This design comes from an exercise in tuning for small area, a short achievable clock period and few clock cycles per item on the open sky130 flow, not from production work.
Only simulation tests tie the RTL to the original design; equivalence was not proved.

== v6 ==
## sw_core
module sw_core (
    input  logic        clk,
    input  logic        rst,
    input  logic        i_valid,
    input  logic [31:0] i_ref_seq,
    input  logic [15:0] i_read_seq,
    input  logic [4:0]  i_ref_len,
    input  logic [3:0]  i_read_len,
    input  logic        i_ready,
    output logic        o_ready,
    output logic        o_valid,
    output logic [9:0]  o_score,
    output logic [2:0]  o_row,
    output logic [3:0]  o_column
);
Size in the first run: ~3500 cells after synthesis, roughly 150 flip-flops, about 80 I/O pins, ~20000 µm² of cells after synthesis.
Settings: LEC_CHECK=0, ABC_AREA=1, CAP_MARGIN=20, CORE_MARGIN=2, CORE_UTILIZATION=40, SLEW_MARGIN=20; clock period 13.0 ns.
run.sh (not shown) runs the stock make flow with config.mk's settings and CLKGATE_MAP_FILE= SYNTH_SCRIPT=/design/flow/synth_recipe.tcl, a recipe that flattens the netlist after the stock synthesis.
Testbench counts of v6, summed over its fixed seeds: cycles 19,677, jobs 1,600.
> inputs changed (v6 -> v7)
--- a/flow/design.v
+++ b/flow/design.v
@@ -58,66 +58,62 @@
 endmodule
 `default_nettype wire
 `timescale 1ns/1ps
 `default_nettype none
 module sw_pe #(
     parameter int ROW = 0
 ) (
     input  logic       i_first,
     input  logic       i_match,
     input  logic [5:0] i_left_ht,
-    input  logic [5:0] i_left_e,
+    input  logic [5:0] i_left_et,
     input  logic [5:0] i_diag_ht,
-    output logic [5:0] o_e,
+    output logic [5:0] o_et,
     output logic [5:0] o_key,
     output logic [5:0] o_self
 );
     function automatic logic gt(input logic [5:0] a, input logic [5:0] b);
         logic g;
         g = 1'b0;
         for (int i = 0; i < 6; i++) begin
             g = (a[i] & ~b[i]) | (a[i] & g) | (~b[i] & g);
         end
         gt = g;
     endfunction
-    function automatic logic [5:0] subsat(input logic [5:0] a, input int k);
-        subsat = (int'(a) > k) ? 6'(int'(a) - k) : 6'd0;
-    endfunction
-    logic [5:0] a;
-    logic [5:0] b;
-    logic [5:0] d;
+    localparam logic [5:0] KMASK = 6'((1 << $clog2(6 * ROW + 8)) - 1);
+    logic [5:0] a2;
+    logic [5:0] b2;
+    logic [5:0] d2;
     logic       a_gt_b;
     logic       d_top;
     logic       s_d;
     logic       s_a;
     logic       s_b;
-    assign a = subsat(i_left_e, 1);
-    assign b = subsat(i_left_ht, ROW + 7);
+    assign a2 = KMASK & ((int'(i_left_et) > ROW + 2) ? 6'(int'(i_left_et) - 1) : 6'(ROW + 2));
+    assign b2 = KMASK & ((int'(i_left_ht) > ROW + 7) ? 6'(int'(i_left_ht) - 5) : 6'(ROW + 2));
     generate
         if (ROW == 0) begin : g_top
-            assign d = i_match ? 6'd5 : 6'd0;
+            assign d2 = i_match ? 6'd7 : 6'd2;
         end else begin : g_below
-            assign d = i_match ? 6'(int'(i_diag_ht) - ROW + 2) : subsat(i_diag_ht, ROW + 5);
+            assign d2 = KMASK & (i_match ? 6'(int'(i_diag_ht) + 4)
+                      : ((int'(i_diag_ht) > ROW + 5) ? 6'(int'(i_diag_ht) - 3) : 6'(ROW + 2)));
         end
     endgenerate
-    assign a_gt_b = gt(a, b);
-    assign d_top  = !gt(a, d) && !gt(b, d);
+    assign a_gt_b = gt(a2, b2);
+    assign d_top  = !gt(a2, d2) && !gt(b2, d2);
     assign s_d    = !i_first && d_top;
     assign s_a    = !i_first && !d_top && a_gt_b;
     assign s_b    = !i_first && !d_top && !a_gt_b;
-    assign o_e    = ({6{!i_first &&  a_gt_b}} & a) | ({6{!i_first && !a_gt_b}} & b);
-    assign o_key  = ({6{s_d}} & 6'(int'(d) + ROW + 2)) | ({6{s_a}} & 6'(int'(a) + ROW + 2))
-                  | ({6{s_b}} & 6'(int'(b) + ROW + 2))
+    assign o_et   = i_first ? 6'(ROW + 2) : (a_gt_b ? a2 : b2);
+    assign o_key  = ({6{s_d}} & d2) | ({6{s_a}} & a2) | ({6{s_b}} & b2)
                   | ({6{i_first}} & (i_match ? 6'(ROW + 7) : 6'(ROW + 2)));
-    assign o_self = ({6{s_d}} & 6'(int'(d) + ROW + 4)) | ({6{s_a}} & 6'(int'(a) + ROW + 4))
-                  | ({6{s_b}} & 6'(int'(b) + ROW + 4))
-                  | ({6{i_first}} & (i_match ? 6'(ROW + 9) : 6'(ROW + 4)));
+    assign o_self = o_key + 6'd2;
 endmodule
 `default_nettype wire
 `timescale 1ns/1ps
 `default_nettype none
 module sw_pe_array (
     input  logic        clk,
     input  logic        rst,
     input  logic [7:0]  i_match,
     input  logic        i_first,
     input  logic        i_last,
@@ -161,21 +157,21 @@
         bc = !gt(c, b);
         bd = !gt(d, b);
         cd = !gt(d, c);
         max4 = ({6{ab && ac && ad}} & a) | ({6{!ab && bc && bd}} & b)
              | ({6{!ac && !bc && cd}} & c) | ({6{!ad && !bd && !cd}} & d);
     endfunction
     function automatic int ht_bits(input int r);
         ht_bits = $clog2(6 * r + 10);
     endfunction
     function automatic int e_bits(input int r);
-        e_bits = $clog2(5 * r + 3);
+        e_bits = $clog2(6 * r + 5);
     endfunction
     logic [5:0] ht   [0:N-1];
     logic [5:0] e    [0:N-1];
     logic [5:0] e_n  [0:N-1];
     logic [5:0] key  [0:N-1];
     logic [5:0] self [0:N-1];
     logic [5:0] ht_n [0:N-1];
     generate
         for (genvar r = 0; r < N; r++) begin : g_row
             localparam int HB = ht_bits(r);
@@ -187,23 +183,23 @@
             assign e[r]  = 6'(e_q);
             if (r == 0) begin : g_top
                 assign diag = '0;
             end else begin : g_below
                 assign diag = ht[r-1];
             end
             sw_pe #(.ROW(r)) pe_inst (
                 .i_first   (i_first),
                 .i_match   (i_match[r]),
                 .i_left_ht (ht[r]),
-                .i_left_e  (e[r]),
+                .i_left_et (e[r]),
                 .i_diag_ht (diag),
-                .o_e       (e_n[r]),
+                .o_et      (e_n[r]),
                 .o_key     (key[r]),
                 .o_self    (self[r])
             );
             always_ff @(posedge clk) begin
                 ht_q <= HB'(ht_n[r]);
                 e_q  <= EB'(e_n[r]);
             end
         end
     endgenerate
     logic [5:0] m0123;
@@ -273,21 +269,22 @@
     endfunction
     logic [7:0] row_en;
     always_ff @(posedge clk) begin
         for (int r = 0; r < N; r++) begin
             row_en[r] <= (4'(r) < i_read_len);
         end
     end
     logic [5:0] h [0:N-1];
     generate
         for (genvar r = 0; r < N; r++) begin : g_h
-            assign h[r] = row_en[r] ? 6'(i_ht[6*r +: 6] - 6'(r + 4)) : 6'd0;
+            localparam logic [5:0] HMASK = 6'((1 << $clog2(5 * r + 6)) - 1);
+            assign h[r] = row_en[r] ? (HMASK & 6'(i_ht[6*r +: 6] - 6'(r + 4))) : 6'd0;
         end
     endgenerate
     logic [5:0] s1 [0:3];
     logic [2:0] r1 [0:3];
     logic [5:0] s2 [0:1];
     logic [2:0] r2 [0:1];
     logic [5:0] cmax;
     logic [2:0] crow;
     generate
         for (genvar i = 0; i < 4; i++) begin : g_l1
[summary]
v7 gives less met3 layer usage reported by global route than v6 did. The number of cells on the worst reg-to-reg path number comes out lower for v7 vs v6. Worst path required time was higher in the run labelled v7. Global-route usage over all layers in v7 is 2.0 points below v6.
Testbench counts of v7, summed over its fixed seeds: cycles 19,677, jobs 1,600.

## what the ideal ports hide
How much do the figures lean on ideal ports? The routed layouts below were timed once more, with nothing changed but the port constraints.
Step 1 sets driving cells, clkbuf_16 on the clock port and buf_2 on the other inputs (assumed; they add their load-dependent delay and slew).
Step 2, shift: input delay + t, output delay - t, t = (earliest + latest rising clock arrival at the registers) / 2. This alone moves slack from input paths to output paths.
Three values: ideal ports, drivers, drivers and shift; two values: the first two.
run | t (ns) | slack for setup (ns) | hold slack, ns | worst slew at a driven data input, ns | pins driven straight from the clock port
v6 | 0.557 | 7.803 / 7.803 / 7.803 | 0.329 / 0.329 / 0.329 | 0.09 | 1
v7 | 0.514 | 8.212 / 8.212 / 8.212 | 0.340 / 0.340 / 0.340 | 0.04 | 1
After both steps setup and hold are still met in every run listed.
